This design comes from an exercise in tuning for small area and a short achievable clock period on the open sky130 flow, not from production work.
RTL that was checked went through simulation tests only; none was proved equivalent to the original.
Power figures rest on the tool's default switching activity, not on a simulated workload.

==> run a: inputs <==
==> flow/design.v (excerpt) <==
module rv_core_top
(
    input  logic              clk_i,
    input  logic              rst_n_i,
    input  logic              instr_valid_i,
    input  logic [31:0]       instr_i,
    output logic              wb_valid_o,
    output logic [4:0]        wb_rd_o,
    output logic [31:0]       wb_data_o
);
    logic              ex_valid;
    logic [REG_AW-1:0] ex_rd;
    logic [XLEN-1:0]   ex_a;
    logic [XLEN-1:0]   ex_b;
    logic              ex_fwd_a;
    logic              ex_fwd_ar;
    logic              ex_fwd_b;
    logic              ex_sub;
    logic              ex_uns;
    logic              ex_sra;
    logic              ex_sel_add;
    logic              ex_sel_slt;
    logic              ex_sel_sr;
    logic              ex_sel_sll;
    logic              ex_sel_xor;
    logic              ex_sel_or;
    logic              ex_sel_and;
    logic              mem_valid;
    logic              mem_valid_n;
    logic [REG_AW-1:0] mem_rd;
    logic [XLEN-1:0]   mem_data;
    decode_stage u_decode (
        .clk_i         (clk_i),
        .rst_n_i       (rst_n_i),
        .instr_valid_i (instr_valid_i),
        .instr_i       (instr_i),
        .mem_valid_i   (mem_valid),
        .mem_valid_n_i (mem_valid_n),
        .mem_rd_i      (mem_rd),
        .mem_data_i    (mem_data),
        .ex_valid_o    (ex_valid),
        .ex_rd_o       (ex_rd),
        .ex_a_o        (ex_a),
        .ex_b_o        (ex_b),
        .ex_fwd_a_o    (ex_fwd_a),
        .ex_fwd_ar_o   (ex_fwd_ar),
        .ex_fwd_b_o    (ex_fwd_b),
        .ex_sub_o      (ex_sub),
        .ex_uns_o      (ex_uns),
        .ex_sra_o      (ex_sra),
        .ex_sel_add_o  (ex_sel_add),
        .ex_sel_slt_o  (ex_sel_slt),
        .ex_sel_sr_o   (ex_sel_sr),
        .ex_sel_sll_o  (ex_sel_sll),
        .ex_sel_xor_o  (ex_sel_xor),
        .ex_sel_or_o   (ex_sel_or),
        .ex_sel_and_o  (ex_sel_and)
    );
    execute_stage u_execute (
        .clk_i         (clk_i),
        .rst_n_i       (rst_n_i),
        .ex_valid_i    (ex_valid),
        .ex_rd_i       (ex_rd),
        .ex_a_i        (ex_a),
        .ex_b_i        (ex_b),
        .ex_fwd_a_i    (ex_fwd_a),
        .ex_fwd_ar_i   (ex_fwd_ar),
        .ex_fwd_b_i    (ex_fwd_b),
        .ex_sub_i      (ex_sub),
        .ex_uns_i      (ex_uns),
        .ex_sra_i      (ex_sra),
  ...
clock: 5.5 ns
lec_check: 0
cap_margin: 20
core_margin: 2
core_utilization: 30
place_density: 0.5
setup_slack_margin: 3.0
slew_margin: 20
run.sh (not shown) runs the stock make flow with config.mk's settings and CLKGATE_MAP_FILE= SYNTH_SCRIPT=/design/flow/synth_recipe.tcl, a recipe that flattens the netlist after the stock synthesis.
==> run b (differences from run a) <==
--- a/flow/design.v
+++ b/flow/design.v
@@ -33,11 +33,10 @@
 module regfile
 (
     input  logic              clk_i,
     input  logic              rst_n_i,
     input  logic              wr_valid_i,
-    input  logic              wr_valid_n_i,  
     input  logic [4:0]        wr_rd_i,
     input  logic [31:0]       wr_data_i,
     input  logic [3:0]        rs1_hi_i,
     input  logic [7:0]        rs1_lo_i,
     input  logic [3:0]        rs2_hi_i,
@@ -46,17 +45,15 @@
     output logic [31:0]       rs2_data_o
 );
     logic [XLEN-1:0] regs [1:31];
     logic [31:1]     row_valid;
     logic [31:1]     we;
-    logic [31:1]     hold;
     logic [31:1]     sel1;
     logic [31:1]     sel2;
     always_comb begin
         for (int r = 1; r < 32; r++) begin
             we[r]   = wr_valid_i && wr_rd_i == r[4:0];
-            hold[r] = wr_valid_n_i || wr_rd_i != r[4:0];
             sel1[r] = row_valid[r] && rs1_hi_i[r/8] && rs1_lo_i[r%8];
             sel2[r] = row_valid[r] && rs2_hi_i[r/8] && rs2_lo_i[r%8];
         end
     end
     always_ff @(posedge clk_i or negedge rst_n_i) begin
@@ -87,11 +84,11 @@
 `default_nettype none
 import rv_pkg::*;
 module alu
 (
     input  logic [31:0] a_i,
-    input  logic [31:0] b_i,
+    input  logic [31:0] bx_i,       
     input  logic        sub_i,      
     input  logic        uns_i,      
     input  logic        sra_i,      
     input  logic        sel_add_i,
     input  logic        sel_slt_i,
@@ -100,35 +97,33 @@
     input  logic        sel_xor_i,
     input  logic        sel_or_i,
     input  logic        sel_and_i,
     output logic [31:0] y_o
 );
-    logic [31:0] bx;
     logic [33:0] sum;
     logic        ea;
     logic        eb;
     logic [63:0] sh_ext;
     logic [31:0] sh;
     logic [31:0] sh_rev;
-    assign bx  = b_i ^ {32{sub_i}};
     assign ea  = !uns_i && a_i[31];
-    assign eb  = (!uns_i && b_i[31]) ^ sub_i;
-    assign sum = {ea, a_i, 1'b1} + {eb, bx, sub_i};
-    assign sh_ext = {{32{sra_i && a_i[31]}}, a_i} >> b_i[4:0];
+    assign eb  = uns_i ? sub_i : bx_i[31];
+    assign sum = {ea, a_i, 1'b1} + {eb, bx_i, sub_i};
+    assign sh_ext = {{32{sra_i && a_i[31]}}, a_i} >> bx_i[4:0];
     assign sh     = sh_ext[31:0];
     always_comb begin
         for (int i = 0; i < 32; i++) begin
             sh_rev[i] = sh[31-i];
         end
     end
     assign y_o = ({32{sel_add_i}} & sum[32:1])
                | {31'd0, sel_slt_i & sum[33]}
                | ({32{sel_sr_i}}  & sh)
                | ({32{sel_sll_i}} & sh_rev)
-               | ({32{sel_xor_i}} & (a_i ^ b_i))
-               | ({32{sel_or_i}}  & (a_i | b_i))
-               | ({32{sel_and_i}} & (a_i & b_i));
+               | ({32{sel_xor_i}} & (a_i ^ bx_i))
+               | ({32{sel_or_i}}  & (a_i | bx_i))
+               | ({32{sel_and_i}} & (a_i & bx_i));
 endmodule
 `default_nettype wire
 `timescale 1ns/10ps
 `default_nettype none
 import rv_pkg::*;
@@ -137,20 +132,17 @@
     input  logic              clk_i,
     input  logic              rst_n_i,
     input  logic              instr_valid_i,
     input  logic [31:0]       instr_i,
     input  logic              mem_valid_i,   
-    input  logic              mem_valid_n_i,
     input  logic [4:0]        mem_rd_i,
     input  logic [31:0]       mem_data_i,
+    input  logic [31:0]       alu_y_i,       
     output logic              ex_valid_o,    
     output logic [4:0]        ex_rd_o,
     output logic [31:0]       ex_a_o,        
     output logic [31:0]       ex_b_o,        
-    output logic              ex_fwd_a_o,    
-    output logic              ex_fwd_ar_o,   
-    output logic              ex_fwd_b_o,    
     output logic              ex_sub_o,
     output logic              ex_uns_o,
     output logic              ex_sra_o,
     output logic              ex_sel_add_o,
     output logic              ex_sel_slt_o,
@@ -253,39 +245,48 @@
     assign imm   = q_lui ? {q[31:12], 12'd0} : {{20{q[31]}}, q[31:20]};
     regfile u_regfile (
         .clk_i        (clk_i),
         .rst_n_i      (rst_n_i),
         .wr_valid_i   (mem_valid_i),
-        .wr_valid_n_i (mem_valid_n_i),
         .wr_rd_i      (mem_rd_i),
         .wr_data_i    (mem_data_i),
         .rs1_hi_i     (q_r1hi),
         .rs1_lo_i     (q_r1lo),
         .rs2_hi_i     (q_r2hi),
         .rs2_lo_i     (q_r2lo),
         .rs1_data_o   (rf1),
         .rs2_data_o   (rf2)
     );
     assign a_val = q_byp1 ? mem_data_i : rf1;
+    logic        sub;
+    logic [31:0] a_dec;
+    logic [31:0] b_dec;
+    assign sub = !q_lui && ((!q_imm && f3 == F3_ADD && alt) || f3 == F3_SLT || f3 == F3_SLTU);
+    always_comb begin
+        for (int i = 0; i < 32; i++) begin
+            a_dec[i] = q_sll ? a_val[31-i] : a_val[i];
+        end
+    end
+    assign b_dec = (q_byp2 ? mem_data_i : rf2 | ({32{b_imm}} & imm)) ^ {32{sub}};
     always_ff @(posedge clk_i or negedge rst_n_i) begin
         if (!rst_n_i) begin
             ex_valid_o <= 1'b0;
         end else begin
             ex_valid_o <= q_valid;
         end
     end
     always_ff @(posedge clk_i) begin
         ex_rd_o <= rd;
         for (int i = 0; i < 32; i++) begin
-            ex_a_o[i] <= q_sll ? a_val[31-i] : a_val[i];
+            ex_a_o[i] <= (q_fwd_a && !q_sll && alu_y_i[i])    ||
+                         (q_fwd_a && q_sll  && alu_y_i[31-i]) ||
+                         (!q_fwd_a && a_dec[i]);
+            ex_b_o[i] <= (q_fwd_b && !sub && alu_y_i[i])  ||
+                         (q_fwd_b && sub  && !alu_y_i[i]) ||
+                         (!q_fwd_b && b_dec[i]);
         end
-        ex_b_o       <= q_byp2 ? mem_data_i : rf2 | ({32{b_imm}} & imm);
-        ex_fwd_a_o   <= q_fwd_a && !q_sll;
-        ex_fwd_ar_o  <= q_fwd_a && q_sll;
-        ex_fwd_b_o   <= q_fwd_b;
-        ex_sub_o     <= !q_lui && ((!q_imm && f3 == F3_ADD && alt) ||
-                                   f3 == F3_SLT || f3 == F3_SLTU);
+        ex_sub_o     <= sub;
         ex_uns_o     <= f3 == F3_SLTU;
         ex_sra_o     <= alt;
         ex_sel_add_o <= q_lui || f3 == F3_ADD;
         ex_sel_slt_o <= !q_lui && (f3 == F3_SLT || f3 == F3_SLTU);
         ex_sel_sr_o  <= !q_lui && f3 == F3_SR;
@@ -305,45 +306,32 @@
     input  logic              rst_n_i,
     input  logic              ex_valid_i,
     input  logic [4:0]        ex_rd_i,
     input  logic [31:0]       ex_a_i,
     input  logic [31:0]       ex_b_i,
-    input  logic              ex_fwd_a_i,
-    input  logic              ex_fwd_ar_i,
-    input  logic              ex_fwd_b_i,
     input  logic              ex_sub_i,
     input  logic              ex_uns_i,
     input  logic              ex_sra_i,
     input  logic              ex_sel_add_i,
     input  logic              ex_sel_slt_i,
     input  logic              ex_sel_sr_i,
     input  logic              ex_sel_sll_i,
     input  logic              ex_sel_xor_i,
     input  logic              ex_sel_or_i,
     input  logic              ex_sel_and_i,
+    output logic [31:0]       alu_y_o,
     output logic              mem_valid_o,
-    output logic              mem_valid_n_o,  
     output logic [4:0]        mem_rd_o,
     output logic [31:0]       mem_data_o,
     output logic              wb_valid_o,
     output logic [4:0]        wb_rd_o,
     output logic [31:0]       wb_data_o
 );
-    logic [XLEN-1:0] a;
-    logic [XLEN-1:0] b;
     logic [XLEN-1:0] alu_y;
-    always_comb begin
-        for (int i = 0; i < 32; i++) begin
-            a[i] = (ex_fwd_a_i  && mem_data_o[i])    ||
-                   (ex_fwd_ar_i && mem_data_o[31-i]) ||
-                   (!ex_fwd_a_i && !ex_fwd_ar_i && ex_a_i[i]);
-        end
-    end
-    assign b = ex_fwd_b_i ? mem_data_o : ex_b_i;
     alu u_alu (
-        .a_i       (a),
-        .b_i       (b),
+        .a_i       (ex_a_i),
+        .bx_i      (ex_b_i),
         .sub_i     (ex_sub_i),
         .uns_i     (ex_uns_i),
         .sra_i     (ex_sra_i),
         .sel_add_i (ex_sel_add_i),
         .sel_slt_i (ex_sel_slt_i),
@@ -352,18 +340,17 @@
         .sel_xor_i (ex_sel_xor_i),
         .sel_or_i  (ex_sel_or_i),
         .sel_and_i (ex_sel_and_i),
         .y_o       (alu_y)
     );
+    assign alu_y_o = alu_y;
     always_ff @(posedge clk_i or negedge rst_n_i) begin
         if (!rst_n_i) begin
-            mem_valid_o   <= 1'b0;
-            mem_valid_n_o <= 1'b1;
-            wb_valid_o    <= 1'b0;
+            mem_valid_o <= 1'b0;
+            wb_valid_o  <= 1'b0;
         end else begin
-            mem_valid_o   <= ex_valid_i;
-            mem_valid_n_o <= !ex_valid_i;
+            mem_valid_o <= ex_valid_i;
             wb_valid_o  <= mem_valid_o;
         end
     end
     always_ff @(posedge clk_i) begin
         mem_rd_o   <= ex_rd_i;
@@ -388,13 +375,10 @@
 );
     logic              ex_valid;
     logic [REG_AW-1:0] ex_rd;
     logic [XLEN-1:0]   ex_a;
     logic [XLEN-1:0]   ex_b;
-    logic              ex_fwd_a;
-    logic              ex_fwd_ar;
-    logic              ex_fwd_b;
     logic              ex_sub;
     logic              ex_uns;
     logic              ex_sra;
     logic              ex_sel_add;
     logic              ex_sel_slt;
@@ -402,29 +386,26 @@
     logic              ex_sel_sll;
     logic              ex_sel_xor;
     logic              ex_sel_or;
     logic              ex_sel_and;
     logic              mem_valid;
-    logic              mem_valid_n;
     logic [REG_AW-1:0] mem_rd;
     logic [XLEN-1:0]   mem_data;
+    logic [XLEN-1:0]   alu_y;
     decode_stage u_decode (
         .clk_i         (clk_i),
         .rst_n_i       (rst_n_i),
         .instr_valid_i (instr_valid_i),
         .instr_i       (instr_i),
         .mem_valid_i   (mem_valid),
-        .mem_valid_n_i (mem_valid_n),
         .mem_rd_i      (mem_rd),
         .mem_data_i    (mem_data),
+        .alu_y_i       (alu_y),
         .ex_valid_o    (ex_valid),
         .ex_rd_o       (ex_rd),
         .ex_a_o        (ex_a),
         .ex_b_o        (ex_b),
-        .ex_fwd_a_o    (ex_fwd_a),
-        .ex_fwd_ar_o   (ex_fwd_ar),
-        .ex_fwd_b_o    (ex_fwd_b),
         .ex_sub_o      (ex_sub),
         .ex_uns_o      (ex_uns),
         .ex_sra_o      (ex_sra),
         .ex_sel_add_o  (ex_sel_add),
         .ex_sel_slt_o  (ex_sel_slt),
@@ -439,25 +420,22 @@
         .rst_n_i       (rst_n_i),
         .ex_valid_i    (ex_valid),
         .ex_rd_i       (ex_rd),
         .ex_a_i        (ex_a),
         .ex_b_i        (ex_b),
-        .ex_fwd_a_i    (ex_fwd_a),
-        .ex_fwd_ar_i   (ex_fwd_ar),
-        .ex_fwd_b_i    (ex_fwd_b),
         .ex_sub_i      (ex_sub),
         .ex_uns_i      (ex_uns),
         .ex_sra_i      (ex_sra),
         .ex_sel_add_i  (ex_sel_add),
         .ex_sel_slt_i  (ex_sel_slt),
         .ex_sel_sr_i   (ex_sel_sr),
         .ex_sel_sll_i  (ex_sel_sll),
         .ex_sel_xor_i  (ex_sel_xor),
         .ex_sel_or_i   (ex_sel_or),
         .ex_sel_and_i  (ex_sel_and),
+        .alu_y_o       (alu_y),
         .mem_valid_o   (mem_valid),
-        .mem_valid_n_o (mem_valid_n),
         .mem_rd_o      (mem_rd),
         .mem_data_o    (mem_data),
         .wb_valid_o    (wb_valid_o),
         .wb_rd_o       (wb_rd_o),
         .wb_data_o     (wb_data_o)
CORE_UTILIZATION = 40   (was 30)
PLACE_DENSITY = 0.6   (was 0.5)
==> comparison <==
- In sequential power, run b and run a hardly differ.
- Against run b, the routed wire length of run a is larger by about 8%.
- Utilization: run a is lower than run b (12 points).
- Of run a and run b, run b has the higher sequential share of layout area (gap 1.8 points).
- Run b completed with no timing, DRC or antenna violations. Run a finished with timing, DRC and antenna clean.
- Synthesized area: run b is lower than run a (1.2%).
- Via count: run b is higher than run a (about 0.6%).
- Of run b and run a, run a has the higher clock skew (gap 0.00070 ns).
- Against run a, the global-route usage of run b is higher by 7.6 points.
- Of run a and run b, run b has the higher setup slack (gap 0.27 ns).
- Clock power: run b is lower than run a (about 6%).
- First-iteration DRC count: run a is lower than run b (10%).
==> figures <==
quantity                                                                run b                     run a
Highest Clock Rate                                                  0.314 GHz                 0.289 GHz
Number of multi-input logic gates                                       2,426                     2,504
Arrival time of the worst setup path                                  3.90 ns                   4.16 ns
Later-pin clock latency in the skew report                            0.79 ns                   0.82 ns
Power attributed to sequential cells                                  10.4 mW                   10.3 mW
Endpoint of the worst hold-timing path                   u_execute.wb_rd_o[3]    u_execute.wb_data_o[6]
Outcome                                                        finished clean            finished clean
Overall Global Routing Usage                                            0.393                     0.318
Capture point of the worst path                           u_decode.ex_a_o[28]  u_execute.mem_data_o[31]
Filler Cell Count                                                      11,500                    17,300
Number of logic inverters in the finished layout                           95                       112
Clock network power consumption                                       9.28 mW                   9.91 mW
Fraction of synthesized cell area in xor and xnor cells               0.00983                    0.0119
Post-synthesis mux area share                                          0.0311                    0.0289
Wire length of the first global-routing pass                       377,000 um                403,000 um
Seq cells post-synth                                                    1,236                     1,239
Detailed Routing Iterations Pass 1                                         14                         9
Number of well taps                                                     1,781                     2,385
Worst clock skew on the final layout                                0.0299 ns                 0.0306 ns
Vias post-DR                                                           49,400                    49,200
Highest ir drop seen on vdd                                        0.000267 V                0.000322 V
Final WL                                                           287,000 um                310,000 um
Worst setup path start                                     u_decode.q_r1lo[1]       u_decode.ex_fwd_b_o
Function not checked in run a: the RTL went through the layout flow alone.

## separate check: timing with driven ports
The flow's constraints put no driver on any port. The routed layouts listed below were extracted and timed again, unchanged, in two steps. Step 1 assumes that a clkbuf_16 drives the clock port and a buf_2 every other input. Step 2, shift: input delay + t, output delay - t, t = (earliest + latest rising clock arrival at the registers) / 2. This alone moves slack from input paths to output paths. a / b / c = ideal / step 1 / step 2; a / b = the first two.
run	t, ns	setup slack, ns	cell pins on the clock port's net
run a	0.889	2.041 / 2.041 / 2.041	1
run b	0.857	2.313 / 2.313 / 2.313	1
After both steps setup and hold are still met in every run listed.
